Context: an optimization exercise on an open-source flow, tuned for small area. The choices shown serve that exercise and are no tape-out recipe.
The RTL was checked by simulation tests, not by an equivalence proof against the original design.
No activity file was given, so power comes from the tool's default toggle rates.

Design reg_file_sb, start of the top module:
module reg_file_sb #(
  parameter int DATA_W = 32,
  parameter int ADDR_W = 5,
  parameter bit BYPASS = 1'b1
) (
  input  logic              clock,
  input  logic              reset,
  input  logic [ADDR_W-1:0] ra_a,
  input  logic [ADDR_W-1:0] ra_b,
  output logic [DATA_W-1:0] rd_a,
  output logic [DATA_W-1:0] rd_b,
  output logic              busy_a,
  output logic              busy_b,
  input  logic              we0,
  input  logic [ADDR_W-1:0] wa0,
  input  logic [DATA_W-1:0] wd0,
  input  logic              we1,
  input  logic [ADDR_W-1:0] wa1,
  input  logic [DATA_W-1:0] wd1,
  input  logic              iss_en,
  input  logic [ADDR_W-1:0] iss_rd,
  output logic              ready
);
  localparam int DEPTH = 1 << ADDR_W;
  logic [ADDR_W-1:0] r_cnt;
  logic              r_ready;
  logic              r_ph;
  logic [DEPTH-1:1]  r_pending;
  logic [DATA_W-1:0] r_mem [DEPTH-1:1];   
  always_ff @(posedge clock or negedge reset) begin
    if (!reset) begin
      r_cnt   <= '0;
      r_ready <= 1'b0;
    end else begin
      r_cnt   <= r_cnt + ADDR_W'(1);
      r_ready <= r_ready | (&r_cnt);
    end
  end
  assign ready = r_ready;
  always_ff @(posedge clock) begin
    r_ph <= !(r_ready && r_ph);
  end
  logic [DATA_W-1:0] w_a1, w_a0;
  assign w_a1 = wd1 ^ {DATA_W{r_ph}};
  assign w_a0 = wd0 ^ {DATA_W{r_ph}};
  logic [DEPTH-1:1] w_hit0, w_hit1, w_s1, w_s0, w_h;
  always_comb begin
    for (int i = 1; i < DEPTH; i++) begin
      w_hit0[i] = we0 && (wa0 == ADDR_W'(i));
      w_hit1[i] = we1 && (wa1 == ADDR_W'(i));
  ...
Size: ~4,000 cells after synthesis, ~1,000 flip-flops.
Settings: LEC_CHECK=0, CAP_MARGIN=10, CELL_PAD_IN_SITES_DETAIL_PLACEMENT=1, CORE_MARGIN=2, CORE_UTILIZATION=45, CTS_CLUSTER_DIAMETER=100, CTS_CLUSTER_SIZE=30, GPL_TIMING_DRIVEN=1, PLACE_DENSITY=0.55, SETUP_SLACK_MARGIN=0.5, SLEW_MARGIN=10, SYNTH_HIERARCHICAL=1; clock period 6.0 ns.
standard.sh (not shown) runs the stock make flow with config.mk's settings and CLKGATE_MAP_FILE= SYNTH_SCRIPT=/design/flow/synth_recipe.tcl, a recipe that flattens the netlist after the stock synthesis.
==> flow/flow/run.sh <==
#!/bin/bash
# Standard ORFS layout (the standard.sh, unchanged synthesis), with:
#  - port buffers made from a plain buffer cell instead of the slow delay
#    cell buffer_ports picks by default;
#  - synthesis buffers removed before placement (as timing-driven placement
#    would), so that repair_design buffers the placed design.
set -euo pipefail
export BUFFER_PORTS_ARGS="-buffer_cell sky130_fd_sc_hd__buf_2"
export REMOVE_ABC_BUFFERS=1
bash standard.sh synth > synth.log 2>&1
bash standard.sh > layout.log 2>&1
Next try:
==> flow/config.mk (replaced) <==
export PLATFORM = sky130hd
export DESIGN_NAME = reg_file_sb
export DESIGN_NICKNAME = reg_file_sb
export VERILOG_FILES = /design/flow/design.v
export SDC_FILE = /design/flow/constraint.sdc
export NUM_CORES = 4
export LEC_CHECK = 0
export CAP_MARGIN = 15
export CELL_PAD_IN_SITES_DETAIL_PLACEMENT = 1
export CORE_MARGIN = 2
export CORE_UTILIZATION = 50
export CTS_CLUSTER_DIAMETER = 80
export CTS_CLUSTER_SIZE = 26
export GPL_TIMING_DRIVEN = 1
export PLACE_DENSITY = 0.6
export SETUP_SLACK_MARGIN = 0.4
export SLEW_MARGIN = 15
export SYNTH_HIERARCHICAL = 1
Now the flow finished with max-capacitance violations, max-slew violations left.
Fmax came out lower by a few percent.
Die area decreases by roughly a tenth.
First-iteration DRC count climbs by a little under a tenth.
Via count goes up by a few percent.
Routed wire length went up by a few percent.
Synthesized area is unchanged.
Utilization rises by 6.3 points.
Cell count falls slightly.
Total power climbs by a few percent.
Next try:
==> flow/config.mk (replaced) <==
export PLATFORM = sky130hd
export DESIGN_NAME = reg_file_sb
export DESIGN_NICKNAME = reg_file_sb
export VERILOG_FILES = /design/flow/design.v
export SDC_FILE = /design/flow/constraint.sdc
export NUM_CORES = 4
export LEC_CHECK = 0
export CAP_MARGIN = 10
export CELL_PAD_IN_SITES_DETAIL_PLACEMENT = 1
export CORE_MARGIN = 2
export CORE_UTILIZATION = 45
export CTS_CLUSTER_DIAMETER = 100
export CTS_CLUSTER_SIZE = 30
export GPL_TIMING_DRIVEN = 1
export PLACE_DENSITY = 0.55
export SETUP_SLACK_MARGIN = 0.25
export SLEW_MARGIN = 10
export SYNTH_HIERARCHICAL = 1
=> The new run finished but fails on max-capacitance violations, max-slew violations. Power falls by 3.6%. Final cell count rose by 1.5%. Non-clock buffer count is lower by 19. Hold slack barely changes. Final area falls by 1.5%. Via count falls by about 3.6%. Global-route usage decreases by 8.1 points. Count of clock-buffer cells in the layout came out lower by 18. Sequential cell count stays the same.

==> static timing again, ports no longer ideal <==
The flow's constraints put no driver on any port. The routed layouts listed below were extracted and timed again, unchanged, in two steps. Step 1 assumes that a clkbuf_16 drives the clock port and a buf_2 every other input. Step 2 moves the port delays by t, midway between the first and last clock arrival at a register: inputs arrive t later, outputs are due t later. That takes back most of the time a late clock gives input paths. Three values: ideal, step 1, step 2; two values: the first two.
run	t (ns)	setup WS [ns]	hold slack, ns	latest minus earliest clock arrival (ns)
the first run	0.759	0.353 / 0.242 / 0.242	0.335 / 0.283 / 0.459	0.048 / 0.048
the second run	0.770	0.224 / 0.073 / 0.073	0.331 / 0.334 / 0.455	0.051 / 0.050
the third run	0.760	0.183 / 0.046 / 0.046	0.332 / 0.281 / 0.459	0.047 / 0.047
For the second run, which loses most, drivers alone change the setup slack by -0.151 ns; drivers and shift together by -0.151 ns.
